Source: an optimization exercise on an open RTL-to-GDS flow (aim: small area and a short achievable clock period). Production flows keep margins and buffers that such runs may drop. No functional check of the RTL was part of any run shown here.

==> flow/design.v, too long to show whole: its modules and the start of the top module <==
// module sprite_addr_gen: 2219 lines
module sprite_addr_gen #(
  parameter  int N_SPRITES = 4,
  parameter  int COORD_W   = 10,
  parameter  int ADDR_W    = 20,
  parameter  int FRAME_W   = 4,
  parameter  int ANIM_DIV  = 8,
  localparam int ID_W      = (N_SPRITES > 1) ? $clog2(N_SPRITES) : 1
) (
  input  logic                           frame_Clk,
  input  logic                           Reset,
  input  logic [COORD_W-1:0]             DrawX,
  input  logic [COORD_W-1:0]             DrawY,
  input  logic                           vsync_tick,
  input  logic [N_SPRITES-1:0]           anim_enable,
  input  logic [N_SPRITES-1:0]           anim_restart,
  input  logic [N_SPRITES-1:0]           sprite_flip,
  input  logic [N_SPRITES*COORD_W-1:0]   sprite_X,
  input  logic [N_SPRITES*COORD_W-1:0]   sprite_Y,
  input  logic [N_SPRITES*COORD_W-1:0]   sprite_W,
  input  logic [N_SPRITES*COORD_W-1:0]   sprite_H,
  input  logic [N_SPRITES*ADDR_W-1:0]    base_addr,
  input  logic [N_SPRITES*FRAME_W-1:0]   frame_count,
  output logic                           sprite_on,
  output logic [ID_W-1:0]                sprite_id,
  output logic [ADDR_W-1:0]              spriteAddress,
  output logic [N_SPRITES*FRAME_W-1:0]   frame_idx
);
  // ...
==> flow/run.sh <==
#!/bin/bash
# synth_recipe.tcl (not shown) runs the flow's synth.tcl, then flattens the netlist and writes it again
# the make line also repeats each setting of config.mk as NAME=value (left out here)
make -C /OpenROAD-flow-scripts/flow DESIGN_CONFIG=/design/flow/config.mk WORK_HOME=/design/flow/orfs CLKGATE_MAP_FILE= SYNTH_SCRIPT=/design/flow/synth_recipe.tcl finish
==> flow/config.mk <==
export PLATFORM = sky130hd
export DESIGN_NAME = sprite_addr_gen
export DESIGN_NICKNAME = sprite_addr_gen
export VERILOG_FILES = /design/flow/design.v
export SDC_FILE = /design/flow/constraint.sdc
export NUM_CORES = 4
export LEC_CHECK = 0
export CAP_MARGIN = 20
export CORE_MARGIN = 2
export CORE_UTILIZATION = 60
export PLACE_DENSITY = 0.7
export SLEW_MARGIN = 20
==> flow/constraint.sdc <==
create_clock -name core_clock -period 12.0 [get_ports {frame_Clk}]
set_input_delay 2.4000 -clock core_clock [delete_from_list [all_inputs] [get_ports {frame_Clk}]]
set_output_delay 2.4000 -clock core_clock [all_outputs]
set_load 0.01 [all_outputs]
==> results.toml, run 1 <==
[synthesis]
post_synth_edffs = 0
post_synth_instance_area_mm2 = 0.0143
synth_xor_xnor_area_share = 0.0277
synth_top_area_cell = "sky130_fd_sc_hd__fa_1"
async_reset_ff_frac = 0
netlist_top_cells_count = "sky130_fd_sc_hd__inv_1 (213), sky130_fd_sc_hd__fa_1 (197), sky130_fd_sc_hd__a21oi_1 (149), sky130_fd_sc_hd__nor2_1 (118), sky130_fd_sc_hd__nand2_1 (103)"
yosysSeqAreaShare = 0.0589
ys_ff_latch = 42
post_synth_and_or_nand_nor_area_fraction = 0.164
leading_cell_type_by_number_of_instances_after_synthesis = "sky130_fd_sc_hd__inv_1"
synth.area.top_cells = "sky130_fd_sc_hd__fa_1 (28%), sky130_fd_sc_hd__ha_1 (6.0%), sky130_fd_sc_hd__dfxtp_1 (5.9%), sky130_fd_sc_hd__inv_1 (5.6%), sky130_fd_sc_hd__a21oi_1 (5.2%)"
portion_of_netlist_area_occupied_by_mux_cells = 0.0178

[clocking]
post-cts-setup-buffer-count = 41
cts_hold_buf = 0
ctsHtreeMaxLevel = 2
cts.sinks = 42
tritoncts.num_buffers = 5
cts_root_buffer = "sky130_fd_sc_hd__clkbuf_16"

[place]
placement.io_buffers = 329
gp_weighted_congestion = 1.19

[run_status]
outcome = "aborted with a tool error"
tool.error = "[ERROR GRT-0116] Global routing finished with congestion. Check the congestion regions in the DRC Viewer."
outcome.stop_stage = "global routing"

[global_route]
globalRouteMet1Util = 0.690
global_route_wire_length_before_repair_um = 133000
grt_most_used_layer = "met2"
grt_use_met2 = 0.911
grt_util_met3 = 0.575

[die]
placementRows = 56
==> inputs of run 2 (changes only) <==
--- a/flow/design.v
+++ b/flow/design.v
@@ -2191,24 +2191,192 @@
   wire n2130 = n1159 ^ n1817 ^ n2121;
   wire n2131 = (n1159 & n1817) | (n1159 & n2121) | (n1817 & n2121);
   wire n2132 = n2130 ^ n1945 ^ n1880;
   wire n2133 = (n2130 & n1945) | (n2130 & n1880) | (n1945 & n1880);
   wire n2134 = n1935 ^ n2123 ^ n2132;
   wire n2135 = (n1935 & n2123) | (n1935 & n2132) | (n2123 & n2132);
   wire n2136 = n2125 ^ n2134 ^ n2127;
   wire n2137 = (n2125 & n2134) | (n2125 & n2127) | (n2134 & n2127);
-  wire n2138 = n216 | n433;
-  wire n2139 = n650 | n867;
-  wire n2140 = n2138 | n2139;
-  wire n2141 = n869 | n879;
-  wire n2142 = n873 | n879;
-  assign any_hit = n2140;
-  assign win_id  = {n2142, n2141};
-  assign win_addr = {n2129, n2128, n2109, n2108, n2096, n2073, n2061, n2049, n2037, n2025, n2013, n2001, n1991, n1654, n1650, n1646, n1642, n1638, n1634, n1630} + {n2136, 1'b0, n2118, 1'b0, 1'b0, n2084, n2072, n2060, n2048, n2036, n2024, n2012, n2000, n1990, n1980, n1972, n1964, n1958, n1952, n1948};
+  wire n2138 = n1630 & n1948;
+  wire n2139 = n1634 & n1952;
+  wire n2140 = n1638 & n1958;
+  wire n2141 = n1642 & n1964;
+  wire n2142 = n1646 & n1972;
+  wire n2143 = n1650 & n1980;
+  wire n2144 = n1654 & n1990;
+  wire n2145 = n1991 & n2000;
+  wire n2146 = n2001 & n2012;
+  wire n2147 = n2013 & n2024;
+  wire n2148 = n2025 & n2036;
+  wire n2149 = n2037 & n2048;
+  wire n2150 = n2049 & n2060;
+  wire n2151 = n2061 & n2072;
+  wire n2152 = n2073 & n2084;
+  wire n2153 = n2109 & n2118;
+  wire n2154 = n2129 & n2136;
+  wire n2155 = n1630 ^ n1948;
+  wire n2156 = n1634 ^ n1952;
+  wire n2157 = n1638 ^ n1958;
+  wire n2158 = n1642 ^ n1964;
+  wire n2159 = n1646 ^ n1972;
+  wire n2160 = n1650 ^ n1980;
+  wire n2161 = n1654 ^ n1990;
+  wire n2162 = n1991 ^ n2000;
+  wire n2163 = n2001 ^ n2012;
+  wire n2164 = n2013 ^ n2024;
+  wire n2165 = n2025 ^ n2036;
+  wire n2166 = n2037 ^ n2048;
+  wire n2167 = n2049 ^ n2060;
+  wire n2168 = n2061 ^ n2072;
+  wire n2169 = n2073 ^ n2084;
+  wire n2170 = n2109 ^ n2118;
+  wire n2171 = n2129 ^ n2136;
+  wire n2172 = n2139 | (n2156 & n2138);
+  wire n2173 = n2140 | (n2157 & n2139);
+  wire n2174 = n2157 & n2156;
+  wire n2175 = n2141 | (n2158 & n2140);
+  wire n2176 = n2158 & n2157;
+  wire n2177 = n2142 | (n2159 & n2141);
+  wire n2178 = n2159 & n2158;
+  wire n2179 = n2143 | (n2160 & n2142);
+  wire n2180 = n2160 & n2159;
+  wire n2181 = n2144 | (n2161 & n2143);
+  wire n2182 = n2161 & n2160;
+  wire n2183 = n2145 | (n2162 & n2144);
+  wire n2184 = n2162 & n2161;
+  wire n2185 = n2146 | (n2163 & n2145);
+  wire n2186 = n2163 & n2162;
+  wire n2187 = n2147 | (n2164 & n2146);
+  wire n2188 = n2164 & n2163;
+  wire n2189 = n2148 | (n2165 & n2147);
+  wire n2190 = n2165 & n2164;
+  wire n2191 = n2149 | (n2166 & n2148);
+  wire n2192 = n2166 & n2165;
+  wire n2193 = n2150 | (n2167 & n2149);
+  wire n2194 = n2167 & n2166;
+  wire n2195 = n2151 | (n2168 & n2150);
+  wire n2196 = n2168 & n2167;
+  wire n2197 = n2152 | (n2169 & n2151);
+  wire n2198 = n2169 & n2168;
+  wire n2199 = n2096 & n2152;
+  wire n2200 = n2096 & n2169;
+  wire n2201 = n2108 & n2096;
+  wire n2202 = n2170 & n2108;
+  wire n2203 = n2128 & n2153;
+  wire n2204 = n2128 & n2170;
+  wire n2205 = n2171 & n2128;
+  wire n2206 = n2173 | (n2174 & n2138);
+  wire n2207 = n2175 | (n2176 & n2172);
+  wire n2208 = n2177 | (n2178 & n2173);
+  wire n2209 = n2178 & n2174;
+  wire n2210 = n2179 | (n2180 & n2175);
+  wire n2211 = n2180 & n2176;
+  wire n2212 = n2181 | (n2182 & n2177);
+  wire n2213 = n2182 & n2178;
+  wire n2214 = n2183 | (n2184 & n2179);
+  wire n2215 = n2184 & n2180;
+  wire n2216 = n2185 | (n2186 & n2181);
+  wire n2217 = n2186 & n2182;
+  wire n2218 = n2187 | (n2188 & n2183);
+  wire n2219 = n2188 & n2184;
+  wire n2220 = n2189 | (n2190 & n2185);
+  wire n2221 = n2190 & n2186;
+  wire n2222 = n2191 | (n2192 & n2187);
+  wire n2223 = n2192 & n2188;
+  wire n2224 = n2193 | (n2194 & n2189);
+  wire n2225 = n2194 & n2190;
+  wire n2226 = n2195 | (n2196 & n2191);
+  wire n2227 = n2196 & n2192;
+  wire n2228 = n2197 | (n2198 & n2193);
+  wire n2229 = n2198 & n2194;
+  wire n2230 = n2199 | (n2200 & n2195);
+  wire n2231 = n2200 & n2196;
+  wire n2232 = n2201 & n2197;
+  wire n2233 = n2201 & n2198;
+  wire n2234 = n2153 | (n2202 & n2199);
+  wire n2235 = n2202 & n2200;
+  wire n2236 = n2204 & n2201;
+  wire n2237 = n2154 | (n2205 & n2153);
+  wire n2238 = n2205 & n2202;
+  wire n2239 = n2208 | (n2209 & n2138);
+  wire n2240 = n2210 | (n2211 & n2172);
+  wire n2241 = n2212 | (n2213 & n2206);
+  wire n2242 = n2214 | (n2215 & n2207);
+  wire n2243 = n2216 | (n2217 & n2208);
+  wire n2244 = n2217 & n2209;
+  wire n2245 = n2218 | (n2219 & n2210);
+  wire n2246 = n2219 & n2211;
+  wire n2247 = n2220 | (n2221 & n2212);
+  wire n2248 = n2221 & n2213;
+  wire n2249 = n2222 | (n2223 & n2214);
+  wire n2250 = n2223 & n2215;
+  wire n2251 = n2224 | (n2225 & n2216);
+  wire n2252 = n2225 & n2217;
+  wire n2253 = n2226 | (n2227 & n2218);
+  wire n2254 = n2227 & n2219;
+  wire n2255 = n2228 | (n2229 & n2220);
+  wire n2256 = n2229 & n2221;
+  wire n2257 = n2230 | (n2231 & n2222);
+  wire n2258 = n2231 & n2223;
+  wire n2259 = n2232 | (n2233 & n2224);
+  wire n2260 = n2233 & n2225;
+  wire n2261 = n2234 | (n2235 & n2226);
+  wire n2262 = n2235 & n2227;
+  wire n2263 = n2203 | (n2236 & n2228);
+  wire n2264 = n2236 & n2229;
+  wire n2265 = n2237 | (n2238 & n2230);
+  wire n2266 = n2238 & n2231;
+  wire n2267 = n2243 | (n2244 & n2138);
+  wire n2268 = n2245 | (n2246 & n2172);
+  wire n2269 = n2247 | (n2248 & n2206);
+  wire n2270 = n2249 | (n2250 & n2207);
+  wire n2271 = n2251 | (n2252 & n2239);
+  wire n2272 = n2253 | (n2254 & n2240);
+  wire n2273 = n2255 | (n2256 & n2241);
+  wire n2274 = n2257 | (n2258 & n2242);
+  wire n2275 = n2259 | (n2260 & n2243);
+  wire n2276 = n2260 & n2244;
+  wire n2277 = n2261 | (n2262 & n2245);
+  wire n2278 = n2262 & n2246;
+  wire n2279 = n2263 | (n2264 & n2247);
+  wire n2280 = n2264 & n2248;
+  wire n2281 = n2265 | (n2266 & n2249);
+  wire n2282 = n2266 & n2250;
+  wire n2283 = n2275 | (n2276 & n2138);
+  wire n2284 = n2277 | (n2278 & n2172);
+  wire n2285 = n2279 | (n2280 & n2206);
+  wire n2286 = n2281 | (n2282 & n2207);
+  wire n2287 = n2156 ^ n2138;
+  wire n2288 = n2157 ^ n2172;
+  wire n2289 = n2158 ^ n2206;
+  wire n2290 = n2159 ^ n2207;
+  wire n2291 = n2160 ^ n2239;
+  wire n2292 = n2161 ^ n2240;
+  wire n2293 = n2162 ^ n2241;
+  wire n2294 = n2163 ^ n2242;
+  wire n2295 = n2164 ^ n2267;
+  wire n2296 = n2165 ^ n2268;
+  wire n2297 = n2166 ^ n2269;
+  wire n2298 = n2167 ^ n2270;
+  wire n2299 = n2168 ^ n2271;
+  wire n2300 = n2169 ^ n2272;
+  wire n2301 = n2096 ^ n2273;
+  wire n2302 = n2108 ^ n2274;
+  wire n2303 = n2170 ^ n2283;
+  wire n2304 = n2128 ^ n2284;
+  wire n2305 = n2171 ^ n2285;
+  wire n2306 = n216 | n433;
+  wire n2307 = n650 | n867;
+  wire n2308 = n2306 | n2307;
+  wire n2309 = n869 | n879;
+  wire n2310 = n873 | n879;
+  assign any_hit = n2308;
+  assign win_id  = {n2310, n2309};
+  assign win_addr = {n2305, n2304, n2303, n2302, n2301, n2300, n2299, n2298, n2297, n2296, n2295, n2294, n2293, n2292, n2291, n2290, n2289, n2288, n2287, n2155};
   always_ff @(posedge frame_Clk) begin
     if (Reset) begin
       sprite_on     <= 1'b0;
       sprite_id     <= '0;
       spriteAddress <= '0;
     end else begin
       sprite_on <= any_hit;
       if (any_hit) begin
==> flow/flow/run.sh (new file) <==
#!/bin/bash
# Standard ORFS layout (the standard.sh, standard synthesis unchanged), except that the
# port buffers that placement inserts on every input and output use sky130_fd_sc_hd__buf_1
# instead of the tool's default pick (clkdlybuf4s50_1, a slow delay cell).
# Each make step's full output goes to its own log in this folder; ORFS's per-step logs stay
# under orfs/logs/.
set -euo pipefail
bash standard.sh synth > synth.log 2>&1
bash standard.sh BUFFER_PORTS_ARGS="-buffer_cell sky130_fd_sc_hd__buf_1" finish > layout.log 2>&1
==> flow/standard.sh (new file) <==
#!/bin/bash
# synth_recipe.tcl (not shown) runs the flow's synth.tcl, then flattens the netlist and writes it again
# the make line also repeats each setting of config.mk as NAME=value (left out here)
make -C /OpenROAD-flow-scripts/flow DESIGN_CONFIG=/design/flow/config.mk WORK_HOME=/design/flow/orfs CLKGATE_MAP_FILE= SYNTH_SCRIPT=/design/flow/synth_recipe.tcl "${@:-finish}"
==> flow/config.mk (replaced) <==
export PLATFORM = sky130hd
export DESIGN_NAME = sprite_addr_gen
export DESIGN_NICKNAME = sprite_addr_gen
export VERILOG_FILES = /design/flow/design.v
export SDC_FILE = /design/flow/constraint.sdc
export NUM_CORES = 4
export LEC_CHECK = 0
export CAP_MARGIN = 20
export CORE_MARGIN = 2
export CORE_UTILIZATION = 40
export SLEW_MARGIN = 20
removed: flow/run.sh
==> results.toml, run 2 <==
[die]
coreArea_mm2 = 0.0353
placementRows = 69
die_h_um = 193
design.portCount = 330
initial_utilization = 0.403
die_width_um = 193
full_die_area_mm2 = 0.0371

[synthesis]
synth.net_count = 2339
synth_cell_types = 81
async_reset_ff_frac = 0
synth.top_cell.area_share = 0.277
synth.avg_cell_area_um2 = 7.99
synth_top_area_cell = "sky130_fd_sc_hd__fa_1"
synthCells = 1783
synthFlopType = "sky130_fd_sc_hd__dfxtp_1"
ys_ff_latch = 42
synth.area.top_cells = "sky130_fd_sc_hd__fa_1 (28%), sky130_fd_sc_hd__ha_1 (6.0%), sky130_fd_sc_hd__dfxtp_1 (5.9%), sky130_fd_sc_hd__inv_1 (5.8%), sky130_fd_sc_hd__a21oi_1 (5.5%)"
yosys_warnings = 1
leading_cell_type_by_number_of_instances_after_synthesis = "sky130_fd_sc_hd__inv_1"
post_synth_edffs = 0
yosysSeqAreaShare = 0.0590
netlist_top_cells_count = "sky130_fd_sc_hd__inv_1 (219), sky130_fd_sc_hd__fa_1 (197), sky130_fd_sc_hd__a21oi_1 (157), sky130_fd_sc_hd__nand2_1 (144), sky130_fd_sc_hd__nor2_1 (85)"
post_synth_instance_area_mm2 = 0.0142

[routing]
met3WireLength_um = 4870
drt_iter0_markers = 1544
drt-wirelength-per-cell_um = 20.5
route.detailed.drc = 0
max_layer_used = "met4"
postRouteWirelength_um = 59800
dr_vias = 16600
wl_met2_um = 27400
antenna_left = 0
drt_first_pass_iters = 8
vias_per_cell = 5.69
route.layer.met1.wl_um = 25200

[job]
drv_cap = 0

[clocking]
later_pin_clock_latency_in_the_skew_report_ps = 300
cts_hold_buf = 0
cts.sinks = 42
ctsHtreeMaxLevel = 2
tritoncts = "done"
clk_slew_on_worst_s_h_paths_ps = 70
cts-root-to-sink-buffers = 2
tritoncts.num_buffers = 5
cts_root_buffer = "sky130_fd_sc_hd__clkbuf_16"

[cells_and_area]
stdcell_area_mm2 = 0.0200
final_core_utilization = 0.566
layout.nets = 3011
layout_top_registers = "spriteAddress x20, frame_q x16, div_cnt x3"
largest_register = "spriteAddress"
layout.cells.most_common_list = "sky130_fd_sc_hd__buf_4 (420), sky130_fd_sc_hd__buf_1 (316), sky130_fd_sc_hd__inv_1 (197)"
largest_reg_flops = 20
layout-drive-gt1-share = 0.262
layout.cells.most_common = "sky130_fd_sc_hd__buf_4"
syn_to_final_growth_pct = 40.4
num_antenna_cells = 0

[global_route]
grt_overflow = 0
grt_pass1_vias = 16100
antenna_found_initial = 0
global_route_wire_length_before_repair_um = 89500
gr-usage-all-layers = 0.315
grt_start_max_net_pins = 77

[worst_hold_path]
hold_path_class = "register to register"
whs_endpoint = "spriteAddress[9]"
min_from = "spriteAddress[9]"
worst_hold_path_stage_count = 2

[sta]
slew-limit-headroom = 0.343
final.min_clock_period_ps = 12490
worst_pin_slew_ps = 986
maxClockFrequency_mhz = 80.1
final.setup.worst_slack_ps = -487
final_max_slew_viol_count = 0
rsz0062_at_grt = "true"
largest_clock_skew_in_the_final_design_ps = 14.1
fin_crit_sh = 1.04
final_setup_vio_count = 4
finalHoldViolations = 0

[setup_path]
reg2regPathDepth = 30
setup.worst_path.class = "primary input to register"
crit_arrival_ps = 12690
regToRegEndpoint = "spriteAddress[19]"
timing.critical_path.to_type = "register"
path_common_cell = "sky130_fd_sc_hd__fa_1"
reg2reg_slack_ps = 3570
cp_max_stage_delay_ps = 590
crit_path_top_delay_cell = "sky130_fd_sc_hd__fa_1"
cp_max_fo = 7
r2r_start = "frame_q[8]"
required_arrival_time_at_the_worst_endpoint_ps = 12200
critical_path.startpoint_type = "primary input"
critPathTopFamily = "adder cells"
crit_buf_inv = 10

[run_status]
outcome = "failed layout checks"
check.faults = "negative setup slack"

[place]
gp_weighted_congestion = 1.04
pre_cts_setup_slack_ps = -1010
placement.io_buffers = 329
dp.final_hpwl_um = 50500
postPlaceCellArea_mm2 = 0.0190
-- run 2: changes by cell type after synthesis, sizes merged, moves of 8 or more --
cell / change
nand2: +41
a22oi: +16
nand3: +29
a221oi: -10
and3: -11
o21ai: -8
nor2: -34
nor3: -11
a221o: -12
clkbuf: -8
mux2i: +8
-- run 2: repair_timing --
action,CTS,global route
hold endpoints to repair,0,0
endpoints found under the setup margin,6,9
gates cloned,0,1
buffers inserted,20,18
pin swaps,10,69
resized for setup,24,134
-- run 2: routing by layer --
layer,GRT usage,up-vias
met1,0.421,7956
met3,0.0533,136
met4,0.113,0
met5,0,-
met2,0.510,824
li1,-,7692
-- run 2: worst max path at each step --
stage / start / cells past startpoint / slack, ps / to
5_1_grt: DrawX[4] / 45 / -810 / spriteAddress[19]
6_report: DrawX[2] / 41 / -490 / spriteAddress[19]
4_1_cts: DrawY[2] / 45 / -420 / spriteAddress[19]
3_3_place_gp: DrawX[2] / 41 / -760 / spriteAddress[19]
3_5_place_dp: DrawX[2] / 43 / -1010 / spriteAddress[19]
2_1_floorplan: DrawY[2] / 38 / -100 / spriteAddress[19]
-- run 2: stage by stage --
step                hold WS (ps)  instances  setup TNS [ps]
floorplan                    445       1783           -99.0
global placement             438       2871           -2840
detailed placement           444       2871           -4460
CTS                          452       2899            -701
global route                 482       2917           -3000
finish                       451       2917           -1330
-- run 2: layout make-up --
type	instances	area [µm²]
Clock inverter	3	23.8
Tap cell	461	577
Multi-Input combinational cell	1407	12800
Sequential cell	42	841
Clock buffer	5	125
Timing Repair Buffer	774	4800
Fill cell	3346	15300
Inverter	225	862
-- run 2: logic make-up after synthesis --
group | synth area share
fa+ha+maj | 0.359
buf+inv | 0.0890
xor+xnor | 0.0271
compound gates | 0.275
mux | 0.0235
flops | 0.0590
simple gates | 0.167
-- run 2: worst reg2reg max path: cells and delay by family, from the launching register on --
| kind | cells | cell delay, ps |
|---|---|---|
| adders and majority gates | 10 | 4260 |
| DFF | 1 | 540 |
| AOI/OAI and AO/OA | 8 | 1140 |
| buffers and inverters | 5 | 510 |
| and+or+nand+nor | 5 | 1210 |
| xor gates and xnor gates | 2 | 660 |

-- re-timing with driven ports --
In the flow no input, the clock included, has a driving cell. The finished layout below was timed again as built, in two steps.
Step 1 sets driving cells, clkbuf_16 on the clock port and buf_2 on the other inputs (assumed; they add their load-dependent delay and slew).
Step 2 adds t to the input delays and takes it off the output delays; t is the mean of the earliest and latest rising clock arrival at the registers after step 1. Input paths then give back, and output paths get back, about the clock's delay inside the block.
Slacks: ideal ports / drivers / drivers and shift; pairs: ideal ports / drivers.
run: run 2
t, ns: 0.338
slack for setup (ns): -0.487 / -0.497 / -0.835
worst setup path after step 2: input to register
cell pins on the clock port's net: 1
For run 2, drivers alone change the setup slack by -0.010 ns; drivers and shift together by -0.348 ns.
